Background: an optimization exercise with open tools, aiming at small area, a short achievable clock period and few clock cycles per item. Do not read the settings as production practice. No functional check of the RTL was part of any run shown here.

==> flow/design.v (outline; a module is shown in full before it is edited, if it fits) <==
// module sdc_div: 62 lines
// module sdc_sq3: 1144 lines
// module step_detector_cadence_core: 153 lines
module step_detector_cadence_core #(
   parameter int COUNT_WIDTH = sdc_pkg::COUNT_WIDTH_DEF
) (
   input  logic                                  clock,
   input  logic                                  reset,
   input  logic                                  csr_we,
   input  logic [sdc_pkg::CSR_IDX_W-1:0]         csr_index,
   input  logic [sdc_pkg::CSR_DATA_W-1:0]        csr_wdata,
   input  logic                                  req_valid,
   output logic                                  req_stall,
   input  logic signed [sdc_pkg::ACCEL_W-1:0]    req_accel_x,
   input  logic signed [sdc_pkg::ACCEL_W-1:0]    req_accel_y,
   input  logic signed [sdc_pkg::ACCEL_W-1:0]    req_accel_z,
   input  logic [sdc_pkg::TIME_W-1:0]            req_time_ms,
   input  logic                                  req_clear_count,
   output logic                                  rsp_valid,
   input  logic                                  rsp_stall,
   output logic                                  rsp_stepped,
   output logic [sdc_pkg::STEP_COUNT_W-1:0]      rsp_step_count,
   output logic [sdc_pkg::CAD_W-1:0]             rsp_cadence
);
  // ...
==> flow/run.sh <==
#!/bin/bash
# synth_recipe.tcl (not shown) runs the flow's synth.tcl, then flattens the netlist and writes it again
# the make line also repeats each setting of config.mk as NAME=value (left out here)
make -C /OpenROAD-flow-scripts/flow DESIGN_CONFIG=/design/flow/config.mk WORK_HOME=/design/flow/orfs CLKGATE_MAP_FILE= SYNTH_SCRIPT=/design/flow/synth_recipe.tcl finish
==> flow/config.mk <==
export PLATFORM = sky130hd
export DESIGN_NAME = step_detector_cadence_core
export DESIGN_NICKNAME = step_detector_cadence_core
export VERILOG_FILES = /design/flow/design.v
export SDC_FILE = /design/flow/constraint.sdc
export NUM_CORES = 4
export LEC_CHECK = 0
export CAP_MARGIN = 20
export CORE_MARGIN = 2
export CORE_UTILIZATION = 40
export SLEW_MARGIN = 20
==> flow/constraint.sdc <==
create_clock -name core_clock -period 9.0 [get_ports {clock}]
set_input_delay 1.8000 -clock core_clock [delete_from_list [all_inputs] [get_ports {clock}]]
set_output_delay 1.8000 -clock core_clock [all_outputs]
set_load 0.01 [all_outputs]
==> flow_summary.html, run 1 <==
<table>
<tr><th>Metric</th><th>Value</th></tr>
<tr><th colspan="2">Yosys</th></tr>
<tr><td>Register bit count reported by yosys</td><td>398</td></tr>
<tr><td>Main combinational cell family by area after synthesis</td><td>adder cells</td></tr>
<tr><td>Synthesized-area fraction occupied by ao, oa, aoi and oai cells</td><td>13.74%</td></tr>
<tr><td>Synth Area in Adders</td><td>28.88%</td></tr>
<tr><td>Synthesized net count</td><td>4924</td></tr>
<tr><th colspan="2">Routing</th></tr>
<tr><td>Detailed-router iteration count before antenna repair</td><td>6</td></tr>
<tr><td>First-iteration detailed-routing DRC count</td><td>1814</td></tr>
<tr><td>Met2 Wirelength</td><td>44080 um</td></tr>
<tr><th colspan="2">Final layout</th></tr>
<tr><td>Commonest cells after routing, fill and taps aside</td><td>sky130_fd_sc_hd__nand2_1, sky130_fd_sc_hd__inv_1, sky130_fd_sc_hd__a21oi_1</td></tr>
<tr><td>Design Area, Final</td><td>43790 um2</td></tr>
<tr><td>Dominant class by area</td><td>multi-input gates</td></tr>
<tr><td>Sequential cells</td><td>398</td></tr>
<tr><td>Clock buffer cells</td><td>59</td></tr>
<tr><td>Area delta synth-&gt;final</td><td>20.54%</td></tr>
<tr><td>Fraction of standard cell area in multi-input logic</td><td>57.68%</td></tr>
<tr><td>Total Nets Final</td><td>5293</td></tr>
<tr><td>Non-clock buffer share</td><td>9.432%</td></tr>
<tr><td>Share of post-route cells with drive strength above 1</td><td>12.71%</td></tr>
<tr><th colspan="2">Worst setup path</th></tr>
<tr><td>Capturing point of the worst reg2reg path</td><td>u_div.acc_ff[17]$_SDFFE_PP0P_</td></tr>
<tr><td>Launching element type of the critical path</td><td>register</td></tr>
<tr><td>Reg2reg setup slack</td><td>-2540 ps</td></tr>
<tr><td>Critical path endpoint</td><td>u_div.acc_ff[17]$_SDFFE_PP0P_</td></tr>
<tr><td>Critical path buffer and inverter count</td><td>5</td></tr>
<tr><td>Req. time, crit path</td><td>9520 ps</td></tr>
<tr><th colspan="2">Run</th></tr>
<tr><td>Number of maximum-capacitance violations</td><td>0</td></tr>
<tr><th colspan="2">Clock network</th></tr>
<tr><td>Number of hold buffers added after CTS</td><td>0</td></tr>
<tr><td>Number of gates given a new drive strength after cts</td><td>49</td></tr>
<tr><td>Number of buffers created by CTS</td><td>49</td></tr>
<tr><th colspan="2">Status</th></tr>
<tr><td>Reasons for failing layout checks</td><td>negative setup slack</td></tr>
<tr><td>Result of the run</td><td>complete, but fails checks</td></tr>
<tr><th colspan="2">Floorplan</th></tr>
<tr><td>Placeable Area</td><td>90010 um2</td></tr>
<tr><th colspan="2">Placed design</th></tr>
<tr><td>Placed cells</td><td>5641</td></tr>
<tr><th colspan="2">Timing</th></tr>
<tr><td>Final-report setup violation count</td><td>23</td></tr>
<tr><td>Setup slack after layout</td><td>-2542 ps</td></tr>
<tr><td>Total negative setup slack</td><td>-48510 ps</td></tr>
<tr><td>Worst clock skew</td><td>23.15 ps</td></tr>
<tr><th colspan="2">GRT</th></tr>
<tr><td>Number of antenna violations at the first check in global routing</td><td>3</td></tr>
</table>
==> module sdc_div, before the edit <==
module sdc_div #(
   parameter int K = 3
) (
   input  logic        clock,
   input  logic        init,       
   input  logic        step,       
   input  logic [15:0] d,          
   input  logic        sat,        
   input  logic [16:0] cad,        
   output logic        done,
   output logic [16:0] cad_new
);
   localparam int NIT = (17 + K - 1) / K;
   localparam int NB  = NIT * K;
   localparam logic [23:0] NUM_HI = 24'd15360000 & ~24'h1FFFF;    
   localparam int CW = $clog2(NIT + 1);
   logic [CW-1:0] cnt_ff;
   logic [15:0]   rem_ff;
   logic [25:0]   acc_ff;
   logic [NB+7:0] num;
   assign num = (NB+8)'(NUM_HI) + (NB+8)'(17'h06000 + {1'b0, d[15:1]});
   logic [15:0]   r;
   logic [16:0]   r2, diff;
   logic [K-1:0]  q;
   logic [K-1:0]  dch;
   logic [25:0]   add;
   integer        i, bi;
   always_comb begin
      r   = rem_ff;
      q   = '0;
      dch = '0;
      for (i = 0; i < K; i = i + 1) begin
         bi   = NB - 1 - K * int'(cnt_ff) - i;
         r2   = {r, num[bi]};
         diff = r2 - {1'b0, d};
         q[K-1-i] = sat ? (bi <= 16) : (r2 >= {1'b0, d});
         r    = (r2 >= {1'b0, d}) ? diff[15:0] : r2[15:0];
         dch[K-1-i] = (bi <= 16) ? cad[bi] : 1'b0;
      end
   end
   logic [25:0] rnd;
   always_comb begin
      rnd = '0;
      for (int c = 0; c < NIT; c++)
         if (int'(cnt_ff) == c && (NB - K * c - K) <= 7 && 7 <= (NB - 1 - K * c))
            rnd = 26'(1) << (7 - (NB - K * c - K));
   end
   assign add = 26'(77) * 26'(q) + 26'(179) * 26'(dch) + rnd;
   always_ff @(posedge clock) begin
      if (init) begin
         cnt_ff <= '0;
         rem_ff <= 16'(num >> NB);
         acc_ff <= '0;
      end else if (step && !done) begin
         cnt_ff <= cnt_ff + 1'b1;
         rem_ff <= r;
         acc_ff <= (acc_ff << K) + add;
      end
   end
   assign done    = (int'(cnt_ff) == NIT);
   assign cad_new = acc_ff[24:8];
endmodule
==> module step_detector_cadence_core, before the edit <==
module step_detector_cadence_core #(
   parameter int COUNT_WIDTH = sdc_pkg::COUNT_WIDTH_DEF
) (
   input  logic                                  clock,
   input  logic                                  reset,
   input  logic                                  csr_we,
   input  logic [sdc_pkg::CSR_IDX_W-1:0]         csr_index,
   input  logic [sdc_pkg::CSR_DATA_W-1:0]        csr_wdata,
   input  logic                                  req_valid,
   output logic                                  req_stall,
   input  logic signed [sdc_pkg::ACCEL_W-1:0]    req_accel_x,
   input  logic signed [sdc_pkg::ACCEL_W-1:0]    req_accel_y,
   input  logic signed [sdc_pkg::ACCEL_W-1:0]    req_accel_z,
   input  logic [sdc_pkg::TIME_W-1:0]            req_time_ms,
   input  logic                                  req_clear_count,
   output logic                                  rsp_valid,
   input  logic                                  rsp_stall,
   output logic                                  rsp_stepped,
   output logic [sdc_pkg::STEP_COUNT_W-1:0]      rsp_step_count,
   output logic [sdc_pkg::CAD_W-1:0]             rsp_cadence
);
   localparam logic [COUNT_WIDTH-1:0] COUNT_MAX = '1;
   logic [14:0] thr_ff, mrg_ff;
   logic [15:0] minv_ff, maxv_ff, idle_ff;
   logic [29:0] thr2_ff, lvl2_ff;      
   logic [1:0]  sq_ff;                 
   logic        v1_ff;
   logic [15:0] x_ff, y_ff, z_ff;
   logic [31:0] t1_ff;
   logic        clr1_ff;
   logic        v2_ff, gt_ff, lt_ff, clr2_ff, inr_ff, idl_ff, sat_ff;
   logic [31:0] t2_ff;
   logic [15:0] d2_ff;
   logic                   rsp_valid_ff, stepped_ff, latched_ff, have_ff;
   logic [COUNT_WIDTH-1:0] cnt_ff;
   logic [31:0]            last_ff;
   logic [16:0]            cad_ff;
   logic [31:0] m, sa, sb;
   sdc_sq3 u_sq (.x(x_ff), .y(y_ff), .z(z_ff), .sa(sa), .sb(sb));
   assign m = sa + sb;
   logic        hit2;
   logic [31:0] last_c, d1;
   assign hit2   = gt_ff && !latched_ff;
   assign last_c = (v2_ff && hit2) ? t2_ff : last_ff;
   assign d1     = t1_ff - last_c;
   logic upd, commit, adv2, adv1, accept, div_done;
   logic [16:0] cad_div;
   assign upd    = hit2 && have_ff && inr_ff;
   assign commit = v2_ff && !(rsp_valid_ff && rsp_stall) && !(upd && !div_done);
   assign adv2   = !v2_ff || commit;
   assign adv1   = !v1_ff || adv2;
   assign req_stall = !adv1 || (sq_ff != 2'd0);
   assign accept = req_valid && !req_stall;
   sdc_div #(.K(3)) u_div (
      .clock   (clock),
      .init    (adv2),
      .step    (v2_ff),
      .d       (d2_ff),
      .sat     (sat_ff),
      .cad     (cad_ff),
      .done    (div_done),
      .cad_new (cad_div)
   );
   logic [15:0] lvl_d;
   assign lvl_d = {1'b0, thr_ff} - {1'b0, mrg_ff};
   always_ff @(posedge clock) begin
      if (reset) begin
         thr_ff  <= 15'd3072;
         mrg_ff  <= 15'd256;
         minv_ff <= 16'd200;
         maxv_ff <= 16'd3000;
         idle_ff <= 16'd2500;
         thr2_ff <= 30'd9437184;
         lvl2_ff <= 30'd7929856;
         sq_ff   <= 2'd0;
      end else begin
         if (sq_ff == 2'd2) thr2_ff <= m[29:0];
         if (sq_ff == 2'd1) lvl2_ff <= m[29:0];
         if (sq_ff != 2'd0) sq_ff <= sq_ff - 2'd1;
         if (csr_we) begin
            case (csr_index)
               3'd0: begin thr_ff <= csr_wdata[14:0]; sq_ff <= 2'd3; end
               3'd1: begin mrg_ff <= csr_wdata[14:0]; sq_ff <= 2'd3; end
               3'd2: minv_ff <= csr_wdata;
               3'd3: maxv_ff <= csr_wdata;
               3'd4: idle_ff <= csr_wdata;
               default: ;
            endcase
         end
      end
      if (reset) v1_ff <= 1'b0;
      else if (adv1) v1_ff <= accept;
      if (sq_ff == 2'd3) begin
         x_ff <= {1'b0, thr_ff};
         y_ff <= '0;
         z_ff <= '0;
      end else if (sq_ff == 2'd2) begin
         x_ff <= lvl_d[15] ? 16'd0 : lvl_d;
         y_ff <= '0;
         z_ff <= '0;
      end else if (adv1) begin
         x_ff    <= req_accel_x;
         y_ff    <= req_accel_y;
         z_ff    <= req_accel_z;
      end
      if (adv1) begin
         t1_ff   <= req_time_ms;
         clr1_ff <= req_clear_count;
      end
      if (reset) v2_ff <= 1'b0;
      else if (adv2) v2_ff <= v1_ff;
      if (adv2) begin
         gt_ff   <= m > {2'b0, thr2_ff};
         lt_ff   <= m < {2'b0, lvl2_ff};
         clr2_ff <= clr1_ff;
         t2_ff   <= t1_ff;
         d2_ff   <= d1[15:0];
         inr_ff  <= (d1 > {16'd0, minv_ff}) && (d1 < {16'd0, maxv_ff});
         idl_ff  <= d1 > {16'd0, idle_ff};
         sat_ff  <= d1[15:0] < 16'd118;
      end
      if (reset) begin
         rsp_valid_ff <= 1'b0;
         latched_ff   <= 1'b0;
         have_ff      <= 1'b0;
         cnt_ff       <= '0;
         last_ff      <= '0;
         cad_ff       <= '0;
      end else if (commit) begin
         rsp_valid_ff <= 1'b1;
         stepped_ff   <= hit2;
         latched_ff   <= (latched_ff || hit2) && !lt_ff;
         if (hit2) begin
            last_ff <= t2_ff;
            have_ff <= 1'b1;
         end
         if (clr2_ff)
            cnt_ff <= COUNT_WIDTH'(hit2);
         else if (hit2 && cnt_ff != COUNT_MAX)
            cnt_ff <= cnt_ff + 1'b1;
         if (upd)
            cad_ff <= cad_div;
         else if (!hit2 && idl_ff)
            cad_ff <= '0;
      end else if (!rsp_stall) begin
         rsp_valid_ff <= 1'b0;
      end
   end
   assign rsp_valid      = rsp_valid_ff;
   assign rsp_stepped    = stepped_ff;
   assign rsp_step_count = sdc_pkg::STEP_COUNT_W'(cnt_ff);
   assign rsp_cadence    = cad_ff;
endmodule
==> inputs of run 2 (changes only) <==
--- a/flow/design.v
+++ b/flow/design.v
@@ -33,11 +33,10 @@
    } sdc_div_stat_type;
 endpackage
 `timescale 1ns / 1ps
-module sdc_div #(
-   parameter int K = 3
-) (
+module sdc_div (
    input  logic        clock,
-   input  logic        init,       
+   input  logic        load,       
+   input  logic [15:0] d_ld,
    input  logic        step,       
    input  logic [15:0] d,          
    input  logic        sat,        
@@ -45,63 +44,75 @@
    output logic        done,
    output logic [16:0] cad_new
 );
-   localparam int NIT = (17 + K - 1) / K;
-   localparam int NB  = NIT * K;
-   localparam logic [23:0] NUM_HI = 24'd15360000 & ~24'h1FFFF;    
-   localparam int CW = $clog2(NIT + 1);
-   logic [CW-1:0] cnt_ff;
-   logic [15:0]   rem_ff;
-   logic [25:0]   acc_ff;
-   logic [NB+7:0] num;
-   assign num = (NB+8)'(NUM_HI) + (NB+8)'(17'h06000 + {1'b0, d[15:1]});
-   logic [15:0]   r;
-   logic [16:0]   r2, diff;
-   logic [K-1:0]  q;
-   logic [K-1:0]  dch;
-   logic [25:0]   add;
-   integer        i, bi;
+   logic [8:0]  ph_ff;             
+   logic [15:0] rem_ff;
+   logic [24:0] acc_ff;            
+   logic [1:0]  q_ff;              
+   logic        qa;
+   assign qa = d_ld <= 16'd234;
+   logic [16:0] lo;
+   assign lo = 17'h06000 + {2'b0, d[15:1]};
+   logic [1:0] nb, dch;
    always_comb begin
-      r   = rem_ff;
-      q   = '0;
+      nb  = '0;
       dch = '0;
-      for (i = 0; i < K; i = i + 1) begin
-         bi   = NB - 1 - K * int'(cnt_ff) - i;
-         r2   = {r, num[bi]};
-         diff = r2 - {1'b0, d};
-         q[K-1-i] = sat ? (bi <= 16) : (r2 >= {1'b0, d});
-         r    = (r2 >= {1'b0, d}) ? diff[15:0] : r2[15:0];
-         dch[K-1-i] = (bi <= 16) ? cad[bi] : 1'b0;
+      for (int c = 0; c < 8; c++) begin
+         nb  = nb  | ({2{ph_ff[c]}} & lo[15-2*c -: 2]);
+         if (c > 0)
+            dch = dch | ({2{ph_ff[c]}} & cad[15-2*c -: 2]);
       end
    end
-   logic [25:0] rnd;
-   always_comb begin
-      rnd = '0;
-      for (int c = 0; c < NIT; c++)
-         if (int'(cnt_ff) == c && (NB - K * c - K) <= 7 && 7 <= (NB - 1 - K * c))
-            rnd = 26'(1) << (7 - (NB - K * c - K));
-   end
-   assign add = 26'(77) * 26'(q) + 26'(179) * 26'(dch) + rnd;
+   function automatic logic [16:0] dstep(input logic [15:0] r, input logic b,
+                                         input logic [15:0] dv);
+      logic [16:0] s;
+      logic [17:0] df;
+      s  = {r, b};
+      df = {1'b0, s} - {2'b0, dv};
+      dstep = df[17] ? {1'b0, s[15:0]} : {1'b1, df[15:0]};
+   endfunction
+   logic [16:0] o1, o2;
+   logic [1:0]  q;
+   assign o1 = dstep(rem_ff, nb[1], d);
+   assign o2 = dstep(o1[15:0], nb[0], d);
+   assign q  = sat ? 2'b11 : {o1[16], o2[16]};
+   function automatic logic [9:0] m77(input logic [2:0] v);
+      case (v)
+         3'd0: m77 = 10'd0;   3'd1: m77 = 10'd77;  3'd2: m77 = 10'd154; 3'd3: m77 = 10'd231;
+         3'd4: m77 = 10'd308; 3'd5: m77 = 10'd385; 3'd6: m77 = 10'd462; default: m77 = 10'd539;
+      endcase
+   endfunction
+   function automatic logic [9:0] m179(input logic [1:0] v);
+      case (v)
+         2'd0: m179 = 10'd0;   2'd1: m179 = 10'd179; 2'd2: m179 = 10'd358; default: m179 = 10'd537;
+      endcase
+   endfunction
+   logic [24:0] dterm;
+   assign dterm = 25'(m179(dch))
+                + (ph_ff[0] ? 25'(cad[16:14]) * 25'd179 : 25'd0)
+                + (ph_ff[4] ? 25'd2 : 25'd0);
+   logic [24:0] acc_q;
+   assign acc_q = acc_ff + 25'(m77({1'b0, q_ff}));
    always_ff @(posedge clock) begin
-      if (init) begin
-         cnt_ff <= '0;
-         rem_ff <= 16'(num >> NB);
-         acc_ff <= '0;
+      if (load) begin
+         ph_ff  <= 9'b000000001;
+         rem_ff <= qa ? 16'(8'(8'd234 - d_ld[7:0])) : 16'd234;
+         acc_ff <= qa ? 25'd77 : 25'd0;
+         q_ff   <= '0;
       end else if (step && !done) begin
-         cnt_ff <= cnt_ff + 1'b1;
-         rem_ff <= r;
-         acc_ff <= (acc_ff << K) + add;
+         ph_ff  <= ph_ff << 1;
+         rem_ff <= o2[15:0];
+         acc_ff <= (acc_q << 2) + dterm;
+         q_ff   <= q;
       end
    end
-   assign done    = (int'(cnt_ff) == NIT);
-   assign cad_new = acc_ff[24:8];
+   assign done    = ph_ff[8];
+   assign cad_new = acc_q[24:8];
 endmodule
-`timescale 1ns / 1ps
-module sdc_sq3 (
+module sdc_sq3_a (
    input  logic [15:0] x,
    input  logic [15:0] y,
    input  logic [15:0] z,
-   output logic [31:0] sa,
-   output logic [31:0] sb
+   output logic [91:0] ca
 );
    wire p1 = x[0];
    wire p2 = y[0];
@@ -1175,70 +1186,77 @@
    wire c1070 = (c1006 & c1008) | (c1006 & s1009) | (c1008 & s1009);
    wire s1071 = c1010 ^ c1012;
    wire c1072 = c1010 & c1012;
-   wire s1073 = p1 ^ p2;
-   wire c1074 = p1 & p2;
-   wire s1075 = s1013 ^ p8;
-   wire c1076 = s1013 & p8;
-   wire s1077 = c1014 ^ s1015 ^ p12;
-   wire c1078 = (c1014 & s1015) | (c1014 & p12) | (s1015 & p12);
-   wire s1079 = c1016 ^ s1017 ^ p21;
-   wire c1080 = (c1016 & s1017) | (c1016 & p21) | (s1017 & p21);
-   wire s1081 = c1018 ^ s1019 ^ p27;
-   wire c1082 = (c1018 & s1019) | (c1018 & p27) | (s1019 & p27);
-   wire s1083 = c1020 ^ s1021 ^ s915;
-   wire c1084 = (c1020 & s1021) | (c1020 & s915) | (s1021 & s915);
-   wire s1085 = c1022 ^ s1023 ^ s919;
-   wire c1086 = (c1022 & s1023) | (c1022 & s919) | (s1023 & s919);
-   wire s1087 = c1024 ^ s1025 ^ s923;
-   wire c1088 = (c1024 & s1025) | (c1024 & s923) | (s1025 & s923);
-   wire s1089 = c1026 ^ s1027 ^ s927;
-   wire c1090 = (c1026 & s1027) | (c1026 & s927) | (s1027 & s927);
-   wire s1091 = c1028 ^ s1029 ^ s931;
-   wire c1092 = (c1028 & s1029) | (c1028 & s931) | (s1029 & s931);
-   wire s1093 = c1030 ^ s1031 ^ s935;
-   wire c1094 = (c1030 & s1031) | (c1030 & s935) | (s1031 & s935);
-   wire s1095 = c1032 ^ s1033 ^ s939;
-   wire c1096 = (c1032 & s1033) | (c1032 & s939) | (s1033 & s939);
-   wire s1097 = c1034 ^ s1035 ^ s943;
-   wire c1098 = (c1034 & s1035) | (c1034 & s943) | (s1035 & s943);
-   wire s1099 = c1036 ^ s1037 ^ s947;
-   wire c1100 = (c1036 & s1037) | (c1036 & s947) | (s1037 & s947);
-   wire s1101 = c1038 ^ s1039 ^ s951;
-   wire c1102 = (c1038 & s1039) | (c1038 & s951) | (s1039 & s951);
-   wire s1103 = c1040 ^ s1041 ^ s955;
-   wire c1104 = (c1040 & s1041) | (c1040 & s955) | (s1041 & s955);
-   wire s1105 = c1042 ^ s1043 ^ s959;
-   wire c1106 = (c1042 & s1043) | (c1042 & s959) | (s1043 & s959);
-   wire s1107 = c1044 ^ s1045 ^ s963;
-   wire c1108 = (c1044 & s1045) | (c1044 & s963) | (s1045 & s963);
-   wire s1109 = c1046 ^ s1047 ^ s967;
-   wire c1110 = (c1046 & s1047) | (c1046 & s967) | (s1047 & s967);
-   wire s1111 = c1048 ^ s1049 ^ s971;
-   wire c1112 = (c1048 & s1049) | (c1048 & s971) | (s1049 & s971);
-   wire s1113 = c1050 ^ s1051 ^ s975;
-   wire c1114 = (c1050 & s1051) | (c1050 & s975) | (s1051 & s975);
-   wire s1115 = c1052 ^ s1053 ^ s979;
-   wire c1116 = (c1052 & s1053) | (c1052 & s979) | (s1053 & s979);
-   wire s1117 = c1054 ^ s1055 ^ s983;
-   wire c1118 = (c1054 & s1055) | (c1054 & s983) | (s1055 & s983);
-   wire s1119 = c1056 ^ s1057 ^ s987;
-   wire c1120 = (c1056 & s1057) | (c1056 & s987) | (s1057 & s987);
-   wire s1121 = c1058 ^ s1059 ^ s991;
-   wire c1122 = (c1058 & s1059) | (c1058 & s991) | (s1059 & s991);
-   wire s1123 = c1060 ^ s1061 ^ s995;
-   wire c1124 = (c1060 & s1061) | (c1060 & s995) | (s1061 & s995);
-   wire s1125 = c1062 ^ s1063 ^ s999;
-   wire c1126 = (c1062 & s1063) | (c1062 & s999) | (s1063 & s999);
-   wire s1127 = c1064 ^ s1065 ^ s1003;
-   wire c1128 = (c1064 & s1065) | (c1064 & s1003) | (s1065 & s1003);
-   wire s1129 = c1066 ^ s1067 ^ s1007;
-   wire c1130 = (c1066 & s1067) | (c1066 & s1007) | (s1067 & s1007);
-   wire s1131 = c1068 ^ s1069 ^ s1011;
-   wire c1132 = (c1068 & s1069) | (c1068 & s1011) | (s1069 & s1011);
-   wire s1133 = c1070 ^ s1071 ^ 1'b1;
-   wire c1134 = (c1070 & s1071) | (c1070 & 1'b1) | (s1071 & 1'b1);
+   assign ca = {s1071, c1070, s1011, s1069, c1068, s1007, s1067, c1066, s1003, s1065, c1064, s999, s1063, c1062, s995, s1061, c1060, s991, s1059, c1058, s987, s1057, c1056, s983, s1055, c1054, s979, s1053, c1052, s975, s1051, c1050, s971, s1049, c1048, s967, s1047, c1046, s963, s1045, c1044, s959, s1043, c1042, s955, s1041, c1040, s951, s1039, c1038, s947, s1037, c1036, s943, s1035, c1034, s939, s1033, c1032, s935, s1031, c1030, s931, s1029, c1028, s927, s1027, c1026, s923, s1025, c1024, s919, s1023, c1022, s915, s1021, c1020, p27, s1019, c1018, p21, s1017, c1016, p12, s1015, c1014, p9, p8, s1013, p3, p2, p1};
+endmodule
+module sdc_sq3_b (
+   input  logic [91:0] cb,
+   output logic [31:0] sa,
+   output logic [31:0] sb
+);
+   wire s1073 = cb[0] ^ cb[1];
+   wire c1074 = cb[0] & cb[1];
+   wire s1075 = cb[3] ^ cb[4];
+   wire c1076 = cb[3] & cb[4];
+   wire s1077 = cb[6] ^ cb[7] ^ cb[8];
+   wire c1078 = (cb[6] & cb[7]) | (cb[6] & cb[8]) | (cb[7] & cb[8]);
+   wire s1079 = cb[9] ^ cb[10] ^ cb[11];
+   wire c1080 = (cb[9] & cb[10]) | (cb[9] & cb[11]) | (cb[10] & cb[11]);
+   wire s1081 = cb[12] ^ cb[13] ^ cb[14];
+   wire c1082 = (cb[12] & cb[13]) | (cb[12] & cb[14]) | (cb[13] & cb[14]);
+   wire s1083 = cb[15] ^ cb[16] ^ cb[17];
+   wire c1084 = (cb[15] & cb[16]) | (cb[15] & cb[17]) | (cb[16] & cb[17]);
+   wire s1085 = cb[18] ^ cb[19] ^ cb[20];
+   wire c1086 = (cb[18] & cb[19]) | (cb[18] & cb[20]) | (cb[19] & cb[20]);
+   wire s1087 = cb[21] ^ cb[22] ^ cb[23];
+   wire c1088 = (cb[21] & cb[22]) | (cb[21] & cb[23]) | (cb[22] & cb[23]);
+   wire s1089 = cb[24] ^ cb[25] ^ cb[26];
+   wire c1090 = (cb[24] & cb[25]) | (cb[24] & cb[26]) | (cb[25] & cb[26]);
+   wire s1091 = cb[27] ^ cb[28] ^ cb[29];
+   wire c1092 = (cb[27] & cb[28]) | (cb[27] & cb[29]) | (cb[28] & cb[29]);
+   wire s1093 = cb[30] ^ cb[31] ^ cb[32];
+   wire c1094 = (cb[30] & cb[31]) | (cb[30] & cb[32]) | (cb[31] & cb[32]);
+   wire s1095 = cb[33] ^ cb[34] ^ cb[35];
+   wire c1096 = (cb[33] & cb[34]) | (cb[33] & cb[35]) | (cb[34] & cb[35]);
+   wire s1097 = cb[36] ^ cb[37] ^ cb[38];
+   wire c1098 = (cb[36] & cb[37]) | (cb[36] & cb[38]) | (cb[37] & cb[38]);
+   wire s1099 = cb[39] ^ cb[40] ^ cb[41];
+   wire c1100 = (cb[39] & cb[40]) | (cb[39] & cb[41]) | (cb[40] & cb[41]);
+   wire s1101 = cb[42] ^ cb[43] ^ cb[44];
+   wire c1102 = (cb[42] & cb[43]) | (cb[42] & cb[44]) | (cb[43] & cb[44]);
+   wire s1103 = cb[45] ^ cb[46] ^ cb[47];
+   wire c1104 = (cb[45] & cb[46]) | (cb[45] & cb[47]) | (cb[46] & cb[47]);
+   wire s1105 = cb[48] ^ cb[49] ^ cb[50];
+   wire c1106 = (cb[48] & cb[49]) | (cb[48] & cb[50]) | (cb[49] & cb[50]);
+   wire s1107 = cb[51] ^ cb[52] ^ cb[53];
+   wire c1108 = (cb[51] & cb[52]) | (cb[51] & cb[53]) | (cb[52] & cb[53]);
+   wire s1109 = cb[54] ^ cb[55] ^ cb[56];
+   wire c1110 = (cb[54] & cb[55]) | (cb[54] & cb[56]) | (cb[55] & cb[56]);
+   wire s1111 = cb[57] ^ cb[58] ^ cb[59];
+   wire c1112 = (cb[57] & cb[58]) | (cb[57] & cb[59]) | (cb[58] & cb[59]);
+   wire s1113 = cb[60] ^ cb[61] ^ cb[62];
+   wire c1114 = (cb[60] & cb[61]) | (cb[60] & cb[62]) | (cb[61] & cb[62]);
+   wire s1115 = cb[63] ^ cb[64] ^ cb[65];
+   wire c1116 = (cb[63] & cb[64]) | (cb[63] & cb[65]) | (cb[64] & cb[65]);
+   wire s1117 = cb[66] ^ cb[67] ^ cb[68];
+   wire c1118 = (cb[66] & cb[67]) | (cb[66] & cb[68]) | (cb[67] & cb[68]);
+   wire s1119 = cb[69] ^ cb[70] ^ cb[71];
+   wire c1120 = (cb[69] & cb[70]) | (cb[69] & cb[71]) | (cb[70] & cb[71]);
+   wire s1121 = cb[72] ^ cb[73] ^ cb[74];
+   wire c1122 = (cb[72] & cb[73]) | (cb[72] & cb[74]) | (cb[73] & cb[74]);
+   wire s1123 = cb[75] ^ cb[76] ^ cb[77];
+   wire c1124 = (cb[75] & cb[76]) | (cb[75] & cb[77]) | (cb[76] & cb[77]);
+   wire s1125 = cb[78] ^ cb[79] ^ cb[80];
+   wire c1126 = (cb[78] & cb[79]) | (cb[78] & cb[80]) | (cb[79] & cb[80]);
+   wire s1127 = cb[81] ^ cb[82] ^ cb[83];
+   wire c1128 = (cb[81] & cb[82]) | (cb[81] & cb[83]) | (cb[82] & cb[83]);
+   wire s1129 = cb[84] ^ cb[85] ^ cb[86];
+   wire c1130 = (cb[84] & cb[85]) | (cb[84] & cb[86]) | (cb[85] & cb[86]);
+   wire s1131 = cb[87] ^ cb[88] ^ cb[89];
+   wire c1132 = (cb[87] & cb[88]) | (cb[87] & cb[89]) | (cb[88] & cb[89]);
+   wire s1133 = cb[90] ^ cb[91] ^ 1'b1;
+   wire c1134 = (cb[90] & cb[91]) | (cb[90] & 1'b1) | (cb[91] & 1'b1);
    assign sa = {c1132, c1130, c1128, c1126, c1124, c1122, c1120, c1118, c1116, c1114, c1112, c1110, c1108, c1106, c1104, c1102, c1100, c1098, c1096, c1094, c1092, c1090, c1088, c1086, c1084, c1082, c1080, c1078, c1076, s1075, c1074, s1073};
-   assign sb = {s1133, s1131, s1129, s1127, s1125, s1123, s1121, s1119, s1117, s1115, s1113, s1111, s1109, s1107, s1105, s1103, s1101, s1099, s1097, s1095, s1093, s1091, s1089, s1087, s1085, s1083, s1081, s1079, s1077, p9, 1'b0, p3};
+   assign sb = {s1133, s1131, s1129, s1127, s1125, s1123, s1121, s1119, s1117, s1115, s1113, s1111, s1109, s1107, s1105, s1103, s1101, s1099, s1097, s1095, s1093, s1091, s1089, s1087, s1085, s1083, s1081, s1079, s1077, cb[5], 1'b0, cb[2]};
 endmodule
 `timescale 1ns / 1ps
 module step_detector_cadence_core #(
@@ -1265,10 +1283,12 @@
    localparam logic [COUNT_WIDTH-1:0] COUNT_MAX = '1;
    logic [14:0] thr_ff, mrg_ff;
    logic [15:0] minv_ff, maxv_ff, idle_ff;
-   logic [29:0] thr2_ff, lvl2_ff;      
+   logic [29:0] nthr2_ff, nlvl2_ff;    
+   logic        rearm_ff;              
    logic [1:0]  sq_ff;                 
    logic        v1_ff;
-   logic [15:0] x_ff, y_ff, z_ff;
+   localparam int CB = 92;             
+   logic [CB-1:0] cb_ff;
    logic [31:0] t1_ff;
    logic        clr1_ff;
    logic        v2_ff, gt_ff, lt_ff, clr2_ff, inr_ff, idl_ff, sat_ff;
@@ -1278,9 +1298,16 @@
    logic [COUNT_WIDTH-1:0] cnt_ff;
    logic [31:0]            last_ff;
    logic [16:0]            cad_ff;
-   logic [31:0] m, sa, sb;
-   sdc_sq3 u_sq (.x(x_ff), .y(y_ff), .z(z_ff), .sa(sa), .sb(sb));
-   assign m = sa + sb;
+   logic [31:0] sa, sb, gs, gc, ls, lc, gr, lr, nt, nl;
+   sdc_sq3_b u_sqb (.cb(cb_ff), .sa(sa), .sb(sb));
+   assign nt = {2'b11, nthr2_ff};
+   assign nl = {2'b11, nlvl2_ff} | {32{sq_ff[1] ^ sq_ff[0]}};
+   assign gs = sa ^ sb ^ nt;
+   assign gc = (sa & sb) | (sa & nt) | (sb & nt);
+   assign ls = sa ^ sb ^ nl;
+   assign lc = (sa & sb) | (sa & nl) | (sb & nl);
+   assign gr = gs + {gc[30:0], 1'b0};
+   assign lr = ls + {lc[30:0], 1'b1};
    logic        hit2;
    logic [31:0] last_c, d1;
    assign hit2   = gt_ff && !latched_ff;
@@ -1294,9 +1321,10 @@
    assign adv1   = !v1_ff || adv2;
    assign req_stall = !adv1 || (sq_ff != 2'd0);
    assign accept = req_valid && !req_stall;
-   sdc_div #(.K(3)) u_div (
+   sdc_div u_div (
       .clock   (clock),
-      .init    (adv2),
+      .load    (adv2),
+      .d_ld    (d1[15:0]),
       .step    (v2_ff),
       .d       (d2_ff),
       .sat     (sat_ff),
@@ -1304,6 +1332,12 @@
       .done    (div_done),
       .cad_new (cad_div)
    );
+   logic [15:0] xs, ys, zs;
+   logic [CB-1:0] ca;
+   assign xs = (sq_ff == 2'd3) ? {1'b0, thr_ff} : (sq_ff == 2'd2) ? t1_ff[15:0] : req_accel_x;
+   assign ys = sq_ff[1] ? 16'd0 : req_accel_y;
+   assign zs = sq_ff[1] ? 16'd0 : req_accel_z;
+   sdc_sq3_a u_sqa (.x(xs), .y(ys), .z(zs), .ca(ca));
    logic [15:0] lvl_d;
    assign lvl_d = {1'b0, thr_ff} - {1'b0, mrg_ff};
    always_ff @(posedge clock) begin
@@ -1313,12 +1347,8 @@
          minv_ff <= 16'd200;
          maxv_ff <= 16'd3000;
          idle_ff <= 16'd2500;
-         thr2_ff <= 30'd9437184;
-         lvl2_ff <= 30'd7929856;
-         sq_ff   <= 2'd0;
+         sq_ff   <= 2'd3;
       end else begin
-         if (sq_ff == 2'd2) thr2_ff <= m[29:0];
-         if (sq_ff == 2'd1) lvl2_ff <= m[29:0];
          if (sq_ff != 2'd0) sq_ff <= sq_ff - 2'd1;
          if (csr_we) begin
             case (csr_index)
@@ -1331,30 +1361,28 @@
             endcase
          end
       end
+      if (sq_ff == 2'd2) nthr2_ff <= ~lr[29:0];
+      if (sq_ff == 2'd1) begin
+         nlvl2_ff <= ~lr[29:0];
+         rearm_ff <= mrg_ff < thr_ff;
+      end
       if (reset) v1_ff <= 1'b0;
       else if (adv1) v1_ff <= accept;
-      if (sq_ff == 2'd3) begin
-         x_ff <= {1'b0, thr_ff};
-         y_ff <= '0;
-         z_ff <= '0;
-      end else if (sq_ff == 2'd2) begin
-         x_ff <= lvl_d[15] ? 16'd0 : lvl_d;
-         y_ff <= '0;
-         z_ff <= '0;
-      end else if (adv1) begin
-         x_ff    <= req_accel_x;
-         y_ff    <= req_accel_y;
-         z_ff    <= req_accel_z;
-      end
+      if (adv1 || sq_ff[1])
+         cb_ff <= ca;
+      if (sq_ff == 2'd3)
+         t1_ff[15:0] <= lvl_d[15] ? 16'd0 : lvl_d;    
+      else if (adv1)
+         t1_ff[15:0] <= req_time_ms[15:0];
       if (adv1) begin
-         t1_ff   <= req_time_ms;
+         t1_ff[31:16] <= req_time_ms[31:16];
          clr1_ff <= req_clear_count;
       end
       if (reset) v2_ff <= 1'b0;
       else if (adv2) v2_ff <= v1_ff;
       if (adv2) begin
-         gt_ff   <= m > {2'b0, thr2_ff};
-         lt_ff   <= m < {2'b0, lvl2_ff};
+         gt_ff   <= !(gr[31] && gr[30]);
+         lt_ff   <= lr[31] && lr[30] && rearm_ff;
          clr2_ff <= clr1_ff;
          t2_ff   <= t1_ff;
          d2_ff   <= d1[15:0];
==> flow/flow/run.sh (new file) <==
#!/bin/bash
# Layout: the standard flow, with the port buffers made plain buffers (buf_4) instead of
# the delay-cell buffers buffer_ports picks by default. Each tool's output goes to its own log.
cp standard.sh standard_sh.log
export BUFFER_PORTS_ARGS="-buffer_cell sky130_fd_sc_hd__buf_4"
bash standard.sh > standard.log 2>&1
==> flow/standard.sh (new file) <==
#!/bin/bash
# synth_recipe.tcl (not shown) runs the flow's synth.tcl, then flattens the netlist and writes it again
# the make line also repeats each setting of config.mk as NAME=value (left out here)
make -C /OpenROAD-flow-scripts/flow DESIGN_CONFIG=/design/flow/config.mk WORK_HOME=/design/flow/orfs CLKGATE_MAP_FILE= SYNTH_SCRIPT=/design/flow/synth_recipe.tcl "${@:-finish}"
--- a/flow/config.mk
+++ b/flow/config.mk
@@ -5,7 +5,9 @@
 export SDC_FILE = /design/flow/constraint.sdc
 export NUM_CORES = 4
 export LEC_CHECK = 0
+export ABC_CLOCK_PERIOD_IN_PS = 5000
 export CAP_MARGIN = 20
 export CORE_MARGIN = 2
 export CORE_UTILIZATION = 40
+export SETUP_SLACK_MARGIN = 4.0
 export SLEW_MARGIN = 20
removed: flow/run.sh
==> flow_summary.html, run 2 <==
<table>
<tr><th>Metric</th><th>Value</th></tr>
<tr><th colspan="2">Status</th></tr>
<tr><td>Result of the run</td><td>finished clean (was complete, but fails checks)</td></tr>
<tr><th colspan="2">Floorplan</th></tr>
<tr><td>I/O Pins</td><td>149 (unchanged)</td></tr>
<tr><td>Effective utilization at floorplan</td><td>40.23% (was 40.36%)</td></tr>
<tr><td>Vertical die dimension</td><td>312.7 um (was 305.4 um)</td></tr>
<tr><td>Chip width</td><td>312.7 um (was 305.4 um)</td></tr>
<tr><td>Placeable Area</td><td>94730 um2 (was 90010 um2)</td></tr>
<tr><td>Full die area</td><td>97760 um2 (was 93240 um2)</td></tr>
<tr><td>Number of rows created at floorplan</td><td>113 (was 110)</td></tr>
<tr><th colspan="2">Worst setup path</th></tr>
<tr><td>Kind of critical path</td><td>in -&gt; reg (was reg -&gt; reg)</td></tr>
<tr><td>Data arrival, critical path</td><td>5550 ps (was 12060 ps)</td></tr>
<tr><td>Largest fanout on the critical path</td><td>6 (unchanged)</td></tr>
<tr><td>Cell with the most instances on the worst path</td><td>sky130_fd_sc_hd__fa_2</td></tr>
<tr><td>CP peak stage delay</td><td>580 ps (was 570 ps)</td></tr>
<tr><td>Reg2reg setup slack</td><td>3950 ps (was -2540 ps)</td></tr>
<tr><td>Slowest library cell on the worst path</td><td>sky130_fd_sc_hd__fa_2 (unchanged)</td></tr>
<tr><td>Capturing point of the worst reg2reg path</td><td>u_div.rem_ff[8]$_SDFFCE_PN0P_ (was u_div.acc_ff[17]$_SDFFE_PP0P_)</td></tr>
<tr><td>Worst Setup End Kind</td><td>register (unchanged)</td></tr>
<tr><td>Launching element type of the critical path</td><td>primary input (was register)</td></tr>
<tr><td>R2R cell count</td><td>26 (was 57)</td></tr>
<tr><td>Critical path, cell by cell</td><td>buf_8 &gt; mux2i_4 &gt; o21ai_4 &gt; clkinvlp_4 &gt; buf_6 &gt; fa_1 &gt; fa_2 &gt; fa_2 &gt; fa_2 &gt; inv_2 &gt; fa_2 &gt; fa_2</td></tr>
<tr><td>Req. time, crit path</td><td>9390 ps (was 9520 ps)</td></tr>
<tr><td>Startpoint of the most critical register-to-register path</td><td>d2_ff[15]$_DFFE_PN_ (was u_div.cnt_ff[1]$_SDFFE_PP0P_)</td></tr>
<tr><th colspan="2">Clock network</th></tr>
<tr><td>Clock transition at the registers of the reported paths</td><td>60 ps (about the same)</td></tr>
<tr><td>CTS max path bufs</td><td>3 (unchanged)</td></tr>
<tr><td>Cell at the root of the clock tree</td><td>sky130_fd_sc_hd__clkbuf_16 (unchanged)</td></tr>
<tr><td>Number of hold buffers added after CTS</td><td>0 (unchanged)</td></tr>
<tr><td>Clock sinks</td><td>451 (was 398)</td></tr>
<tr><td>CTS tree</td><td>yes (unchanged)</td></tr>
<tr><td>Clock insertion delay at the later pin of the skew report</td><td>670 ps (was 630 ps)</td></tr>
<tr><td>Number of buffers created by CTS</td><td>55 (was 49)</td></tr>
<tr><td>Deepest level of the CTS H-tree</td><td>2 (unchanged)</td></tr>
<tr><th colspan="2">Final layout</th></tr>
<tr><td>Commonest cells after routing, fill and taps aside</td><td>sky130_fd_sc_hd__inv_1, sky130_fd_sc_hd__nand2_1, sky130_fd_sc_hd__fa_1 (was sky130_fd_sc_hd__nand2_1, sky130_fd_sc_hd__inv_1, sky130_fd_sc_hd__a21oi_1)</td></tr>
<tr><td>Share of post-route cells with drive strength above 1</td><td>16.41% (was 12.71%)</td></tr>
<tr><td>Biggest register</td><td>cb_ff</td></tr>
<tr><td>Count of antenna diodes in the layout</td><td>0 (unchanged)</td></tr>
<tr><td>Area delta synth-&gt;final</td><td>17.79% (was 20.54%)</td></tr>
<tr><td>Design Area, Final</td><td>44890 um2 (was 43790 um2)</td></tr>
<tr><td>Most common library cell in the layout ignoring fill and taps</td><td>sky130_fd_sc_hd__inv_1 (was sky130_fd_sc_hd__nand2_1)</td></tr>
<tr><td>Number of fillers in the final layout</td><td>8845 (was 8708)</td></tr>
<tr><td>Number of flip-flops under the largest register name</td><td>92</td></tr>
<tr><td>Total Nets Final</td><td>4962 (was 5293)</td></tr>
<tr><th colspan="2">Run</th></tr>
<tr><td>Number of maximum-capacitance violations</td><td>0 (unchanged)</td></tr>
<tr><th colspan="2">Routing</th></tr>
<tr><td>Detailed-router iteration count before antenna repair</td><td>8 (was 6)</td></tr>
<tr><td>First-iteration detailed-routing DRC count</td><td>2134 (was 1814)</td></tr>
<tr><td>DRC violation count after routing</td><td>0 (unchanged)</td></tr>
<tr><td>Number of vias in the routed layout</td><td>28950 (was 29810)</td></tr>
<tr><td>Final wirelength</td><td>107800 um (was 100300 um)</td></tr>
<tr><td>Via-per-instance ratio</td><td>5.246 (was 5.172)</td></tr>
<tr><td>Routed length per instance</td><td>19.53 um (was 17.41 um)</td></tr>
<tr><td>Antenna Violating Nets Remaining</td><td>0 (unchanged)</td></tr>
<tr><th colspan="2">Timing</th></tr>
<tr><td>Fmax</td><td>194.0 MHz (was 86.64 MHz)</td></tr>
<tr><td>Worst relative slew slack</td><td>34.80% (was 26.22%)</td></tr>
<tr><td>Final critical-path share of the clock period</td><td>57.27% (was 128.2%)</td></tr>
<tr><td>Total negative setup slack</td><td>0 ps (was -48510 ps)</td></tr>
<tr><td>Worst Tran Pin Value</td><td>978.0 ps (was 1103 ps)</td></tr>
<tr><td>Hold Vio Cnt, Final</td><td>0 (unchanged)</td></tr>
<tr><td>Setup repair after global routing missed its margin</td><td>yes (unchanged)</td></tr>
<tr><td>Final-report max-slew violation count</td><td>0 (unchanged)</td></tr>
<tr><td>Setup slack after layout</td><td>3845 ps (was -2542 ps)</td></tr>
<tr><td>Minimum clock period</td><td>5155 ps (was 11540 ps)</td></tr>
<tr><td>Final-report setup violation count</td><td>0 (was 23)</td></tr>
<tr><td>Worst clock skew</td><td>76.97 ps (was 23.15 ps)</td></tr>
<tr><th colspan="2">Yosys</th></tr>
<tr><td>Share of the synthesized area in the top cell type</td><td>22.22% (was 18.13%)</td></tr>
<tr><td>Top cell types by occurrence after synthesis</td><td>sky130_fd_sc_hd__inv_1, sky130_fd_sc_hd__nand2_1, sky130_fd_sc_hd__fa_1, sky130_fd_sc_hd__edfxtp_1, sky130_fd_sc_hd__nor2_1 (was sky130_fd_sc_hd__nand2_1, sky130_fd_sc_hd__inv_1, sky130_fd_sc_hd__a21oi_1, sky130_fd_sc_hd__fa_1, sky130_fd_sc_hd__ha_1)</td></tr>
<tr><td>Register bit count reported by yosys</td><td>451 (was 398)</td></tr>
<tr><td>Post-Syn Instances</td><td>3979 (was 4178)</td></tr>
<tr><td>Most common flop cell mapped by yosys</td><td>sky130_fd_sc_hd__edfxtp_1 (was sky130_fd_sc_hd__dfxtp_1)</td></tr>
<tr><td>Syn Area/Cell</td><td>9.578 um2 (was 8.695 um2)</td></tr>
<tr><td>Count of flip-flops with a built-in enable after synthesis</td><td>282 (was 111)</td></tr>
<tr><td>Count of warnings emitted by yosys</td><td>2 (unchanged)</td></tr>
<tr><td>Synthesized net count</td><td>4735 (was 4924)</td></tr>
<tr><td>Leading area contributor after synthesis</td><td>sky130_fd_sc_hd__edfxtp_1 (was sky130_fd_sc_hd__fa_1)</td></tr>
<tr><td>Cell area after synthesis</td><td>38110 um2 (was 36330 um2)</td></tr>
<tr><td>Async SR Flop Fraction</td><td>0% (unchanged)</td></tr>
<tr><td>Number of distinct standard cells referenced by the synthesized netlist</td><td>95 (was 82)</td></tr>
<tr><td>Synth top area cells</td><td>sky130_fd_sc_hd__edfxtp_1, sky130_fd_sc_hd__fa_1, sky130_fd_sc_hd__dfxtp_1 (was sky130_fd_sc_hd__fa_1, sky130_fd_sc_hd__dfxtp_1, sky130_fd_sc_hd__ha_1)</td></tr>
<tr><td>Cell with the most instances after synthesis</td><td>sky130_fd_sc_hd__inv_1 (was sky130_fd_sc_hd__nand2_1)</td></tr>
<tr><td>Share of synthesized area occupied by flip-flops and latches</td><td>31.10% (was 24.99%)</td></tr>
<tr><th colspan="2">Hold path</th></tr>
<tr><td>Class of the most critical hold timing path</td><td>reg -&gt; reg (unchanged)</td></tr>
<tr><td>Endpoint with the worst hold slack</td><td>latched_ff$_SDFFE_PP0P_ (was clr2_ff$_DFFE_PP_)</td></tr>
<tr><td>Hold path startpoint</td><td>lt_ff$_DFFE_PN_ (was clr1_ff$_DFFE_PP_)</td></tr>
<tr><td>Cell depth of the worst hold path</td><td>1 (was 0)</td></tr>
<tr><th colspan="2">Placed design</th></tr>
<tr><td>Final HPWL from detailed placement</td><td>80320 um (was 77890 um)</td></tr>
<tr><td>Number of buffers added on ports</td><td>148 (unchanged)</td></tr>
<tr><td>Routability congestion estimate</td><td>0.9084 (was 0.9106)</td></tr>
<tr><td>Place WS</td><td>2624 ps (was -2877 ps)</td></tr>
<tr><td>Placed standard-cell area</td><td>40850 um2 (was 41340 um2)</td></tr>
<tr><th colspan="2">GRT</th></tr>
<tr><td>Number of antenna violations at the first check in global routing</td><td>7 (was 3)</td></tr>
<tr><td>Global-route wire length before repair</td><td>167300 um (was 161600 um)</td></tr>
<tr><td>Total grt overflow</td><td>0 (unchanged)</td></tr>
<tr><td>GRT Resource Usage Total</td><td>21.96% (was 21.51%)</td></tr>
<tr><td>Pin count of the biggest net entering global routing</td><td>91 (was 127)</td></tr>
<tr><td>Vias in the first global route</td><td>29070 (was 29730)</td></tr>
</table>
run 2: metrics by stage:
step / hold slack [ps] / utilization [%] / cells
floorplan: 400.3 / - / 3979
finish: 424.3 / 47.39 / 5518
CTS: 421.5 / 46.70 / 5481
global route: 443.1 / 47.39 / 5518
detailed placement: 415.6 / 43.12 / 5289
global placement: 401.7 / 43.12 / 5289
run 2: kinds of logic after synthesis:
group           count (synthesis)  synth area share [%]
flops                         451                 31.10
fa+ha+maj                     651                 29.00
buf+inv                       690                 6.858
xor+xnor                      175                 4.022
simple gates                 1268                 15.79
mux                            73                 1.927
compound gates                671                 11.31
run 2: cell type report:
class / count / area, um2 / area share, %
clock buffers: 73 / 1589 / 3.540
multi-input cells: 2838 / 24730 / 55.09
repair buffers: 316 / 2626 / 5.850
well taps: 1265 / 1583 / 3.526
flip-flops and latches: 451 / 11870 / 26.43
inverters: 544 / 2067 / 4.604
clock inverters: 31 / 430.4 / 0.9588
run 2: worst max-delay path by stage:
stage / startpoint / cells after the start / slack (ps) / end
4_1_cts: d2_ff[14]$_DFFE_PN_ / 26 / 3840 / u_div.rem_ff[13]$_SDFFCE_PN0P_
6_report: req_accel_x[9] / 12 / 3850 / cb_ff[55]$_DFFE_PP_
2_1_floorplan: req_accel_x[13] / 15 / 3390 / cb_ff[43]$_DFFE_PP_
5_1_grt: d2_ff[14]$_DFFE_PN_ / 26 / 3760 / u_div.rem_ff[5]$_DFFE_PP_
3_5_place_dp: d2_ff[14]$_DFFE_PN_ / 24 / 2620 / u_div.rem_ff[0]$_DFFE_PP_
3_3_place_gp: req_accel_x[14] / 13 / 2680 / cb_ff[58]$_DFFE_PP_
run 2: layer usage:
layer  wire [um]  vias up  part of all wire [%]  global-route usage (%)
met5          34        -                 0.032                       0
met4        3234        6                   3.0                   6.927
met3        8805      181                   8.2                   4.949
met2       46970      967                    44                   33.64
met1       48710    14120                    45                   30.91
li1            -    13680                     -                       -
run 2: worst max-delay path: cells and delay by family:
family,cells,cell delay [ps]
muxes,1,60
AOI/OAI and AO/OA,1,220
adders and majority gates,6,2870
buffers and inverters,4,590
run 2: repair_timing:
action                     4_1_cts  5_1_grt
resized for setup              161       94
setup buffers                   87       36
pin swaps                       67       62
cloned                           1        1
hold endpoints to repair         0        0
setup endpoints to repair      115       56

## port drivers added, routing unchanged
The flow's constraints put no driver on any port. The routed layouts listed below were extracted and timed again, unchanged, in two steps.
Step 1 (the two cells are an assumption about what drives the block):
set clk [get_ports {clock}]
set_driving_cell -lib_cell sky130_fd_sc_hd__clkbuf_16 $clk
set_driving_cell -lib_cell sky130_fd_sc_hd__buf_2 [delete_from_list [all_inputs] $clk]
Step 2 moves the port delays by t, midway between the first and last clock arrival at a register: inputs arrive t later, outputs are due t later. That takes back most of the time a late clock gives input paths.
Three values: ideal, step 1, step 2; two values: the first two.
run | t (ns) | setup WS [ns] | hold WS [ns] | pins driven straight from the clock port
run 1 | 0.688 | -2.542 / -2.542 / -2.542 | 0.423 / 0.423 / 0.423 | 1
run 2 | 0.702 | 3.845 / 3.861 / 3.159 | 0.424 / 0.424 / 0.424 | 1
For run 2, which loses most, drivers alone change the setup slack by +0.016 ns; drivers and shift together by -0.686 ns.
